This design comes from an exercise in tuning for small area and a short achievable clock period on the open sky130 flow, not from production work.
Only simulation tests tie the RTL to the original design; equivalence was not proved.
Power figures rest on the tool's default switching activity, not on a simulated workload.

**config.mk**
```make
export PLATFORM = sky130hd
export DESIGN_NAME = rf_riscv_mp
export DESIGN_NICKNAME = rf_riscv_mp
export VERILOG_FILES = /design/flow/design.v
export SDC_FILE = /design/flow/constraint.sdc
export NUM_CORES = 4
export LEC_CHECK = 0
export CAP_MARGIN = 20
export CORE_MARGIN = 2
export CORE_UTILIZATION = 30
export PLACE_DENSITY = 0.45
export SLEW_MARGIN = 20
```
**run.sh**
```bash
#!/bin/bash
# synth_recipe.tcl (not shown) runs the flow's synth.tcl, then flattens the netlist and writes it again
# the make line also repeats each setting of config.mk as NAME=value (left out here)
make -C /OpenROAD-flow-scripts/flow DESIGN_CONFIG=/design/flow/config.mk WORK_HOME=/design/flow/orfs CLKGATE_MAP_FILE= SYNTH_SCRIPT=/design/flow/synth_recipe.tcl finish
```
**design.v**
```verilog
package rf_pkg;
    localparam int XLEN_DEF  = 32;
    localparam int NREGS_DEF = 32;
    typedef logic [$clog2(NREGS_DEF)-1:0] reg_addr_t;
    typedef logic [XLEN_DEF-1:0]          xlen_t;
    function automatic logic [NREGS_DEF-1:0] onehot_dec(input reg_addr_t a);
        onehot_dec = {{(NREGS_DEF-1){1'b0}}, 1'b1} << a;
    endfunction
endpackage
module rf_scoreboard
#(
    parameter int NREGS = rf_pkg::NREGS_DEF,
    parameter int AW    = $clog2(NREGS)
) (
    input  logic             clk_i,
    input  logic             rst_ni,
    input  logic [NREGS-1:0] rel_i,         
    input  logic             rsv_en_i,
    input  logic [AW-1:0]    rsv_addr_i,
    output logic             rsv_ok_o,
    output logic [NREGS-1:0] busy_o,
    output logic [AW:0]      outstanding_o
);
    logic [NREGS-1:0] busy_q, busy_d, set_vec;
    logic [AW:0]      cnt_q, cnt_d;
    function automatic logic [AW:0] popcnt(input logic [NREGS-1:0] v);
        logic [AW:0] n;
        n = '0;
        for (int i = 0; i < NREGS; i++) n = n + {{AW{1'b0}}, v[i]};
        popcnt = n;
    endfunction
    always_comb begin
        rsv_ok_o = rsv_en_i & ((rsv_addr_i == '0) | !busy_q[rsv_addr_i] | rel_i[rsv_addr_i]);
        set_vec  = '0;
        if (rsv_ok_o && rsv_addr_i != '0)
            set_vec = {{(NREGS-1){1'b0}}, 1'b1} << rsv_addr_i;
        busy_d = (busy_q & ~rel_i) | set_vec;
        cnt_d  = cnt_q + popcnt(set_vec & ~busy_q) - popcnt(busy_q & rel_i & ~set_vec);
    end
    always_ff @(posedge clk_i or negedge rst_ni) begin
        if (!rst_ni) begin
            busy_q <= '0;
            cnt_q  <= '0;
        end else begin
            busy_q <= busy_d;
            cnt_q  <= cnt_d;
        end
    end
    assign busy_o        = busy_q;
    assign outstanding_o = cnt_q;
endmodule
module rf_riscv_mp
#(
    parameter int XLEN  = rf_pkg::XLEN_DEF,
    parameter int NREGS = rf_pkg::NREGS_DEF,
    parameter int NRD   = 2,
    parameter int NWR   = 2
) (
    input  logic                      clk_i,
    input  logic                      rst_ni,
    input  logic [NRD*$clog2(NREGS)-1:0] rd_addr_i,
    output logic [NRD*XLEN-1:0]       rd_data_o,
    output logic [NRD-1:0]            rd_busy_o,
    input  logic [NWR-1:0]            wr_en_i,
    input  logic [NWR*$clog2(NREGS)-1:0] wr_addr_i,
    input  logic [NWR*XLEN-1:0]       wr_data_i,
    input  logic                      rsv_en_i,
    input  logic [$clog2(NREGS)-1:0]  rsv_addr_i,
    output logic                      rsv_ok_o,
    output logic [NREGS-1:0]          busy_o,
    output logic [$clog2(NREGS):0]    outstanding_o
);
    localparam int AW = $clog2(NREGS);
    logic [XLEN-1:0]     mem_q  [NREGS];
    logic [XLEN-1:0]     wr_val [NREGS];
    logic [NREGS-1:0]    wr_hit;
    logic [NREGS-1:0]    busy;
    logic [NRD*XLEN-1:0] rd_data;
    logic [NRD-1:0]      rd_busy;
    always_comb begin
        for (int i = 0; i < NREGS; i++) begin
            wr_hit[i] = 1'b0;
            wr_val[i] = '0;
        end
        for (int i = 1; i < NREGS; i++) begin
            for (int p = 0; p < NWR; p++) begin
                if (wr_en_i[p] && {{(32-AW){1'b0}}, wr_addr_i[p*AW +: AW]} == i) begin
                    wr_hit[i] = 1'b1;
                    wr_val[i] = wr_data_i[p*XLEN +: XLEN];
                end
            end
        end
    end
    always_ff @(posedge clk_i or negedge rst_ni) begin
        if (!rst_ni) begin
            for (int i = 0; i < NREGS; i++) mem_q[i] <= '0;
        end else begin
            for (int i = 1; i < NREGS; i++)
                if (wr_hit[i]) mem_q[i] <= wr_val[i];
        end
    end
    always_comb begin
        rd_data = '0;
        rd_busy = '0;
        for (int k = 0; k < NRD; k++) begin
            rd_data[k*XLEN +: XLEN] = mem_q[rd_addr_i[k*AW +: AW]];
            rd_busy[k]              = busy[rd_addr_i[k*AW +: AW]];
        end
    end
    rf_scoreboard #(
        .NREGS (NREGS),
        .AW    (AW)
    ) u_scoreboard (
        .clk_i         (clk_i),
        .rst_ni        (rst_ni),
        .rel_i         (wr_hit),
        .rsv_en_i      (rsv_en_i),
        .rsv_addr_i    (rsv_addr_i),
        .rsv_ok_o      (rsv_ok_o),
        .busy_o        (busy),
        .outstanding_o (outstanding_o)
    );
    assign busy_o    = busy;
    assign rd_data_o = rd_data;
    assign rd_busy_o = rd_busy;
endmodule
```
**constraint.sdc**
```tcl
create_clock -name core_clock -period 8.8 [get_ports {clk_i}]
set_input_delay 1.7600 -clock core_clock [delete_from_list [all_inputs] [get_ports {clk_i}]]
set_output_delay 1.7600 -clock core_clock [all_outputs]
set_load 0.01 [all_outputs]
```
==> qor.txt, run 1 <==
CTS Sinks: 1030
Global Route Usage Sum: 35.9%
Vias: 62963
Hold Crit Depth: 0
simple-gate area share of the yosys netlist: 12.2%
CP Buf/Inv Count: 8
Clock Tree Buf Depth: 3
crit-path max cell delay: 0.58 ns
min-delay worst type: register to register
layout cell share with drive strength beyond 1: 12.9%
Starting Density: 30.2%
post-layout min period: 8.48 ns
total CTS buffers: 132
global-route wire length before repair: 523000 µm
fraction of the mapped netlist area in compound gates: 21.4%
cell area after synthesis: 62000 µm²
largest family of logic cells by synthesized area: compound AO/OA/AOI/OAI gates
slowest CP cell: fa_1
critical path class: input port to register
Setup Skew: 0.0141 ns
Critical R2R Launch: u_scoreboard.busy_q[22]
Top FF cell, synth: dfrtp_1
kind of end point of the critical path: register
vias per inst: 6.49
r2r setup slk: 1.25 ns
final WL: 389000 µm
clock-pin transition on the worst setup and hold timing paths: 0.06 ns
clock root cell: clkbuf_16
CP delay by family, top: adder cells
Die Ht: 458 µm
post-synth top area share: 41.6%
Clk Latency, worst-skew pair: 0.80 ns
drt pass-1 iters: 8
FF-to-FF End: u_scoreboard.cnt_q[5]
post-synthesis mux area share: 17.2%
CP arrival: 9.15 ns
CP required: 9.47 ns
Wirelength per Cell: 40.2 µm
Fmax: 0.118 GHz
syn_area_per_cell: 9.09 µm²
R2R depth: 25
Hold WS: 0.564 ns
CP Depth: 27
CP Launch Type: input port
grt ovf: 0
fin util: 36.1%
initial antenna violation count: 22
CP dominant cell by count: fa_1
Die Wd: 458 µm
fin. max-slew vios: 0
Synth Register Bits: 1030
Max Fanout on Critical Path: 6
post-route ant nets: 0
Netlist cell types: 70
max cap viols: 0
Synth Area in XOR/XNOR: 0.0848%
most common cell after layout, fill and taps aside: dfrtp_1
Row Count: 166
Setup crit end: u_scoreboard.cnt_q[5]
# setup viols final: 0
cells after synthesis: 6820
fin nets: 7057
CP startpoint: wr_addr_i[5]
routability cong.: 0.945
post-route clock period utilization: 96.3%
post-detail-place hpwl: 228000 µm
vias in the first global route: 58662
CTS tree: yes
Yosys warnings: 4
largest net degree at the start of global routing: 164
Async S/R FF share, synth: 100%
drt drc: 0
Post-synth EDFFs: 0
top cells by area, synth: dfrtp_1, mux2i_1, a22oi_1
peak supply drop: 215 µV
Seq/Total Area, Yosys: 41.6%
Pleak: 0.0320 µW
IO Pins: 199
H-Tree Depth: 4
status: complete, no violations
Layout area overhead: 19.5%
Final Hold Viols: 0
most frequent cells in the layout: dfrtp_1, mux2i_1, a22oi_1
RSZ-0062 raised after global routing: no
Worst-Margin Slew: 1.24 ns
Yosys top cell by area: dfrtp_1
Synth Area in Adders: 2.18%
Slew headroom: 17.1%
die area: 210000 µm²
synthesized net count: 6987
CORE AREA: 205000 µm²
PD cells: 228 nW/µm²
Buffers on Ports: 198
1st-iter DRT viols: 10330
==> worst min-delay path by stage <==
stage	startpoint	endpoint	slack [ns]
detailed placement	u_scoreboard.busy_q[0]	u_scoreboard.busy_q[0]	0.54
global route	u_scoreboard.busy_q[0]	u_scoreboard.busy_q[0]	0.57
floorplan	u_scoreboard.busy_q[0]	u_scoreboard.busy_q[0]	0.54
finish	u_scoreboard.busy_q[0]	u_scoreboard.busy_q[0]	0.56
CTS	u_scoreboard.busy_q[0]	u_scoreboard.busy_q[0]	0.55
global placement	u_scoreboard.busy_q[0]	u_scoreboard.busy_q[0]	0.56
==> final cells by class <==
type                            count  area (µm²)
Antenna cell                       19        47.5
Sequential cell                  1030       25800
Multi-Input combinational cell   4960       34000
Inverter                           99         372
Fill cell                       20572      131000
Timing Repair Buffer              667        6150
Clock buffer                      192        3890
Tap cell                         2688        3360
Clock inverter                     41         438
==> cell usage after synthesis (all sizes together) (5+ instances only) <==
| library cell | count |
|---|---|
| nand3b | 7 |
| o21ai | 487 |
| a222oi | 66 |
| dfrtp | 1030 |
| a22o | 9 |
| mux4 | 28 |
| and3 | 8 |
| buf | 130 |
| ha | 15 |
| nor2 | 666 |
| o22ai | 29 |
| inv | 99 |
| a21oi | 519 |
| or2 | 5 |
| o311ai | 6 |
| mux2i | 996 |
| nor3 | 75 |
| a22oi | 908 |
| and2 | 7 |
| or3b | 6 |
| nand2 | 736 |
| nand3 | 82 |
| nand4b | 6 |
| fa | 58 |
| or3 | 6 |
| clkbuf | 601 |
| o211ai | 7 |
| xnor2 | 5 |
| or4 | 11 |
| nand2b | 14 |
| nand4 | 122 |
| nor2b | 13 |
| o32ai | 9 |
==> metal layers <==
| metal | vias up | global-route usage [%] | routed length [µm] |
|---|---|---|---|
| met5 | - | 0 | 111 |
| met3 | 1554 | 12.2 | 49700 |
| li1 | 25021 | - | - |
| met2 | 5196 | 51.0 | 159000 |
| met1 | 31178 | 47.2 | 152000 |
| met4 | 14 | 20.7 | 28100 |
==> worst reg2reg max path: stages (launching register included) <==
cell and delay [ns]:
dfrtp_1 0.52, mux4_2 0.51, mux2_2 0.29, o21ai_2 0.18, a21oi_4 0.07, buf_12 0.15
buf_4 0.16, o311a_4 0.36, fa_1 0.60, fa_2 0.50, fa_1 0.52, inv_1 0.05
fa_1 0.41, inv_1 0.08, fa_1 0.44, fa_1 0.52, fa_1 0.58, fa_1 0.44
inv_1 0.08, ha_2 0.17, inv_1 0.06, fa_2 0.38, inv_1 0.06, a21o_1 0.12
a21oi_2 0.06, xnor2_1 0.12
==> timing repair <==
item,4_1_cts,5_1_grt
pin swaps,1,28
resized for setup,12,52
gates cloned,0,1
endpoints found under the hold margin,0,0
setup buffers,0,10
endpoints found under the setup margin,1,4
hold buffers,0,0
==> where the power goes <==
part	internal (µW)	total [µW]	switching, µW
Clock	3250	5650	2400
Combinational	1770	3820	2060
Sequential	6020	7440	1420
Total	11000	16900	5870
==> cells by family after synthesis <==
| family | Yosys count |
|---|---|
| multiplexers | 1027 |
| AND/OR/NAND/NOR | 1782 |
| other | 1 |
| adder cells (fa/ha/maj) | 73 |
| XOR/XNOR | 6 |
| flip-flops | 1030 |
| AO/OA/AOI/OAI | 2071 |
| buffers and inverters | 830 |
==> sequential cells by signal (all words and copies together), names as in the netlist <==
register             count
u_scoreboard.busy_q     32
u_scoreboard.cnt_q       6
mem_q                  992
==> metrics by stage <==
stage          std cells  setup slack (ns)  TNS [ns]  power [µW]  instance area (µm²)
2_1_floorplan       6820           0.00498         0        9190                62000
3_3_place_gp        9425            -0.908     -3.30       11100                69200
3_5_place_dp        9430            -0.936     -3.50       11200                69300
4_1_cts             9663            0.0100         0       16800                73700
5_1_grt             9681            0.0327         0       17600                74000
6_report            9696             0.322         0       16900                74100
==> inputs of run 2 (changes only) <==
--- a/design.v
+++ b/design.v
@@ -15,5 +15,8 @@
     input  logic             clk_i,
     input  logic             rst_ni,
-    input  logic [NREGS-1:0] rel_i,         
+    input  logic [NREGS-1:0] sel0_i,        
+    input  logic [NREGS-1:0] sel1_i,        
+    input  logic [1:0]       wr_en_i,
+    input  logic [2*AW-1:0]  wr_addr_i,
     input  logic             rsv_en_i,
     input  logic [AW-1:0]    rsv_addr_i,
@@ -22,19 +25,20 @@
     output logic [AW:0]      outstanding_o
 );
-    logic [NREGS-1:0] busy_q, busy_d, set_vec;
+    logic [NREGS-1:1] busy_q, busy_d, rsv_dec, rel;
     logic [AW:0]      cnt_q, cnt_d;
-    function automatic logic [AW:0] popcnt(input logic [NREGS-1:0] v);
-        logic [AW:0] n;
-        n = '0;
-        for (int i = 0; i < NREGS; i++) n = n + {{AW{1'b0}}, v[i]};
-        popcnt = n;
-    endfunction
+    logic             rsv_busy, rsv_rel, set_any, dec0, dec1;
     always_comb begin
-        rsv_ok_o = rsv_en_i & ((rsv_addr_i == '0) | !busy_q[rsv_addr_i] | rel_i[rsv_addr_i]);
-        set_vec  = '0;
-        if (rsv_ok_o && rsv_addr_i != '0)
-            set_vec = {{(NREGS-1){1'b0}}, 1'b1} << rsv_addr_i;
-        busy_d = (busy_q & ~rel_i) | set_vec;
-        cnt_d  = cnt_q + popcnt(set_vec & ~busy_q) - popcnt(busy_q & rel_i & ~set_vec);
+        for (int i = 1; i < NREGS; i++)
+            rsv_dec[i] = (rsv_addr_i == AW'(i));
+        rel      = sel0_i[NREGS-1:1] | sel1_i[NREGS-1:1];
+        rsv_busy = |(rsv_dec & busy_q);
+        rsv_rel  = (wr_en_i[0] && wr_addr_i[0 +: AW] == rsv_addr_i)
+                 | (wr_en_i[1] && wr_addr_i[AW +: AW] == rsv_addr_i);
+        rsv_ok_o = rsv_en_i & (!rsv_busy | rsv_rel);
+        set_any  = rsv_ok_o & (rsv_addr_i != '0);
+        busy_d   = (busy_q & ~rel) | ({(NREGS-1){set_any}} & rsv_dec);
+        dec0     = |(sel0_i[NREGS-1:1] & busy_q);
+        dec1     = |(sel1_i[NREGS-1:1] & busy_q);
+        cnt_d    = cnt_q + {{AW{1'b0}}, set_any} - {{AW{1'b0}}, dec0} - {{AW{1'b0}}, dec1};
     end
     always_ff @(posedge clk_i or negedge rst_ni) begin
@@ -47,5 +51,5 @@
         end
     end
-    assign busy_o        = busy_q;
+    assign busy_o        = {busy_q, 1'b0};
     assign outstanding_o = cnt_q;
 endmodule
@@ -74,5 +78,5 @@
     logic [XLEN-1:0]     mem_q  [NREGS];
     logic [XLEN-1:0]     wr_val [NREGS];
-    logic [NREGS-1:0]    wr_hit;
+    logic [NREGS-1:0]    wr_hit, hit0, hit1;
     logic [NREGS-1:0]    busy;
     logic [NRD*XLEN-1:0] rd_data;
@@ -90,4 +94,12 @@
                 end
             end
+        end
+    end
+    always_comb begin
+        hit0 = '0;
+        hit1 = '0;
+        for (int i = 1; i < NREGS; i++) begin
+            hit0[i] = wr_en_i[0] && (wr_addr_i[0 +: AW] == AW'(i));
+            hit1[i] = wr_en_i[1] && (wr_addr_i[AW +: AW] == AW'(i));
         end
     end
@@ -114,5 +126,8 @@
         .clk_i         (clk_i),
         .rst_ni        (rst_ni),
-        .rel_i         (wr_hit),
+        .sel0_i        (hit0 & ~hit1),
+        .sel1_i        (hit1),
+        .wr_en_i       (wr_en_i),
+        .wr_addr_i     (wr_addr_i),
         .rsv_en_i      (rsv_en_i),
         .rsv_addr_i    (rsv_addr_i),
--- a/config.mk
+++ b/config.mk
@@ -10,3 +10,4 @@
 export CORE_UTILIZATION = 30
 export PLACE_DENSITY = 0.45
+export SETUP_SLACK_MARGIN = 2.5
 export SLEW_MARGIN = 20
==> qor.txt, run 2 <==
status: complete, no violations
Setup TNS: 0 ns
largest registers: mem_q (992), u_scoreboard.busy_q (31), u_scoreboard.cnt_q (6)
H-Tree Depth: 4
CP startpoint: rd_addr_i[6]
Synth Area in Adders: 0.188%
max cap viols: 0
Async S/R FF share, synth: 100%
Synth Area in XOR/XNOR: 0.200%
slowest CP cell: or4_4
final setup margin: 2.43 ns
drt pass-1 iters: 10
R2R depth: 16
Wirelength per Cell: 41.5 µm
cells after synthesis: 6790
Setup crit end: rd_data_o[36]
simple-gate area share of the yosys netlist: 13.5%
fraction of the mapped netlist area in compound gates: 21.3%
Top FF cell, synth: dfrtp_1
Multi-input gate area: 33200 µm²
Die Wd: 456 µm
Starting Density: 30.2%
critical path class: input port to primary output
RSZ-0062 raised after global routing: yes
min-delay worst type: register to register
Netlist cell types: 83
CP Depth: 9
Clk Latency, worst-skew pair: 0.80 ns
largest family of logic cells by synthesized area: compound AO/OA/AOI/OAI gates
IO Pins: 199
1st-iter DRT viols: 10912
largest net degree at the start of global routing: 157
Global Route Usage Sum: 37.2%
most frequent cell after synthesis: dfrtp_1
post-synthesis mux area share: 17.2%
CTS tree: yes
routability cong.: 0.983
Filler cells: 20464
CP cell instances: buf_4, buf_4, nand2b_2, nor2_2, a22o_1, a222oi_1, nand4_1, or4_4, dlygate4sd2_1
Pleak: 0.0315 µW
# setup viols final: 0
Setup Skew: 0.00621 ns
post-route clock period utilization: 72.4%
CTS Sinks: 1029
Yosys warnings: 4
PD cells: 225 nW/µm²
fin. max-slew vios: 0
r2r setup slk: 4.91 ns
CP dominant cell by count: buf_4
CP arrival: 4.61 ns
FF-to-FF End: u_scoreboard.cnt_q[5]
layout cell share with drive strength beyond 1: 13.6%
Fmax: 0.157 GHz
most common cell after layout, fill and taps aside: dfrtp_1
grt ovf: 0
CP required: 7.04 ns
Buffers on Ports: 197
Vias: 63421
crit-path max cell delay: 0.47 ns
clock-pin transition on the worst setup and hold timing paths: 0.06 ns
Setup Slack @ Placement: 1.08 ns
CORE AREA: 203000 µm²
synthesized net count: 6892
syn_area_per_cell: 9.02 µm²
Die Ht: 456 µm
Seq/Total Area, Yosys: 42.0%
total CTS buffers: 132
Synth Register Bits: 1029
Slew headroom: 15.6%
Power, Total: 16500 µW
die area: 208000 µm²
Max Fanout on Critical Path: 17
final WL: 401000 µm
most frequent cells in the layout: dfrtp_1, mux2i_1, a22oi_1
Yosys top cell by area: dfrtp_1
Layout area overhead: 19.9%
register area: 25700 µm²
top cells by area, synth: dfrtp_1, mux2i_1, a22oi_1
Worst-Margin Slew: 1.27 ns
CP Launch Type: input port
initial antenna violation count: 20
kind of end point of the critical path: primary output
Clock Tree Buf Depth: 3
post-detail-place hpwl: 241000 µm
drt drc: 0
Post-synth EDFFs: 0
Row Count: 165
largest register by flop count: mem_q
synth cell count leaders: dfrtp_1, mux2i_1, a22oi_1
Critical R2R Launch: u_scoreboard.busy_q[11]
max FFs per register: 992
post-route ant nets: 0
CP delay by family, top: simple AND/OR/NAND/NOR gates
fin nets: 6970
vias per inst: 6.57
cell area after synthesis: 61200 µm²
vias in the first global route: 58262
clock root cell: clkbuf_16
post-synth top area share: 42.0%
global-route wire length before repair: 534000 µm
Final Hold Viols: 0
post-layout min period: 6.37 ns
CP Buf/Inv Count: 3
peak supply drop: 199 µV
-- run 2: cell count changes in the layout (fill, tap and decap cells not counted), moves of 16 or more --
cell	before	now
nand3_1	81	97
a22oi_1	902	845
buf_6	2	24
buf_12	46	70
fa_1	55	2
clkdlybuf4s50_1	171	146
nor4_1	0	29
nand4_1	122	100
nor2_4	93	75
nand2_1	709	779
nor3_1	75	42
inv_1	99	24
-- run 2: kinds of logic after synthesis --
| group | after synthesis |
|---|---|
| xor gates and xnor gates | 14 |
| and+or+nand+nor | 1888 |
| other | 1 |
| DFF | 1029 |
| adders and majority gates | 8 |
| muxes | 1031 |
| buffers and inverters | 781 |
| AOI/OAI and AO/OA | 2038 |
-- run 2: per-layer routing --
layer / share of wire [%] / vias to the layer above / track usage [%] / wire, µm
li1: - / 24975 / - / -
met1: 39 / 31575 / 48.8 / 155000
met5: 0.049 / - / 0 / 196
met2: 41 / 5370 / 52.8 / 164000
met3: 13 / 1485 / 11.6 / 51300
met4: 7.5 / 16 / 23.3 / 30000
-- run 2: repair_timing --
| action | CTS | global route |
|---|---|---|
| pin swaps | 68 | 18 |
| setup buffers | 196 | 14 |
| gates resized for setup | 128 | 47 |
| endpoints found under the setup margin | 67 | 31 |
| hold buffers | 0 | 0 |
| gates cloned | 0 | 1 |
-- run 2: worst min path at each step --
stage	from	end	slack (ns)	cells after the start
4_1_cts	u_scoreboard.cnt_q[0]	u_scoreboard.cnt_q[0]	0.56	1
2_1_floorplan	mem_q[3][2]	mem_q[3][2]	0.54	2
3_5_place_dp	u_scoreboard.cnt_q[0]	u_scoreboard.cnt_q[0]	0.55	1
5_1_grt	u_scoreboard.cnt_q[0]	u_scoreboard.cnt_q[0]	0.57	1
6_report	u_scoreboard.cnt_q[0]	u_scoreboard.cnt_q[0]	0.53	1
3_3_place_gp	u_scoreboard.cnt_q[0]	u_scoreboard.cnt_q[0]	0.54	1
-- run 2: per-stage QoR --
stage          instance area, µm²  util [%]  instances  hold slack, ns
2_1_floorplan               61200         -       6790           0.540
3_3_place_gp                66500      32.8       9192           0.540
3_5_place_dp                66600      32.9       9195           0.546
4_1_cts                     73100      36.1       9625           0.559
5_1_grt                     73400      36.3       9642           0.575
6_report                    73400      36.3       9654           0.535
-- run 2: cell type report --
type,instances,share of cell area (%)
inverters,26,0.138
multi-input cells,4981,45.2
well taps,2672,4.55
clock inverters,41,0.675
diodes,14,0.0477
clock buffers,193,5.25
flip-flops and latches,1029,35.1
repair buffers,698,9.13
-- run 2: where the power goes --
group	internal, µW	switching [µW]
sequential	6000	1680
clock	3280	2380
combinational	1420	1750

## re-timing with driven ports
The results above use ideal ports. As a check the final layouts listed here were re-extracted and re-timed, cells and wires unchanged. Step 1: set_driving_cell puts a clkbuf_16 on clk_i and a buf_2 on each other input, an assumption about the parent block. Step 2 times the ports against the registers' clock, not the clock port: input delays grow and output delays shrink by t, the midpoint of the rising clock arrivals with the driver on. Slacks: no drivers / after step 1 / after step 2; pairs: no drivers / after step 1.
run	shift t [ns]	setup slack, ns	worst hold slack (ns)	worst setup path at the end
run 1	0.887	0.322 / 0.388 / -0.499	0.564 / 0.564 / 0.564	input to register
run 2	0.898	2.429 / 2.362 / 1.891	0.535 / 0.535 / 0.535	input to register
Met with ideal ports but missed after step 2: setup timing in run 1. For run 1, which loses most, drivers alone change the setup slack by +0.066 ns; drivers and shift together by -0.821 ns.
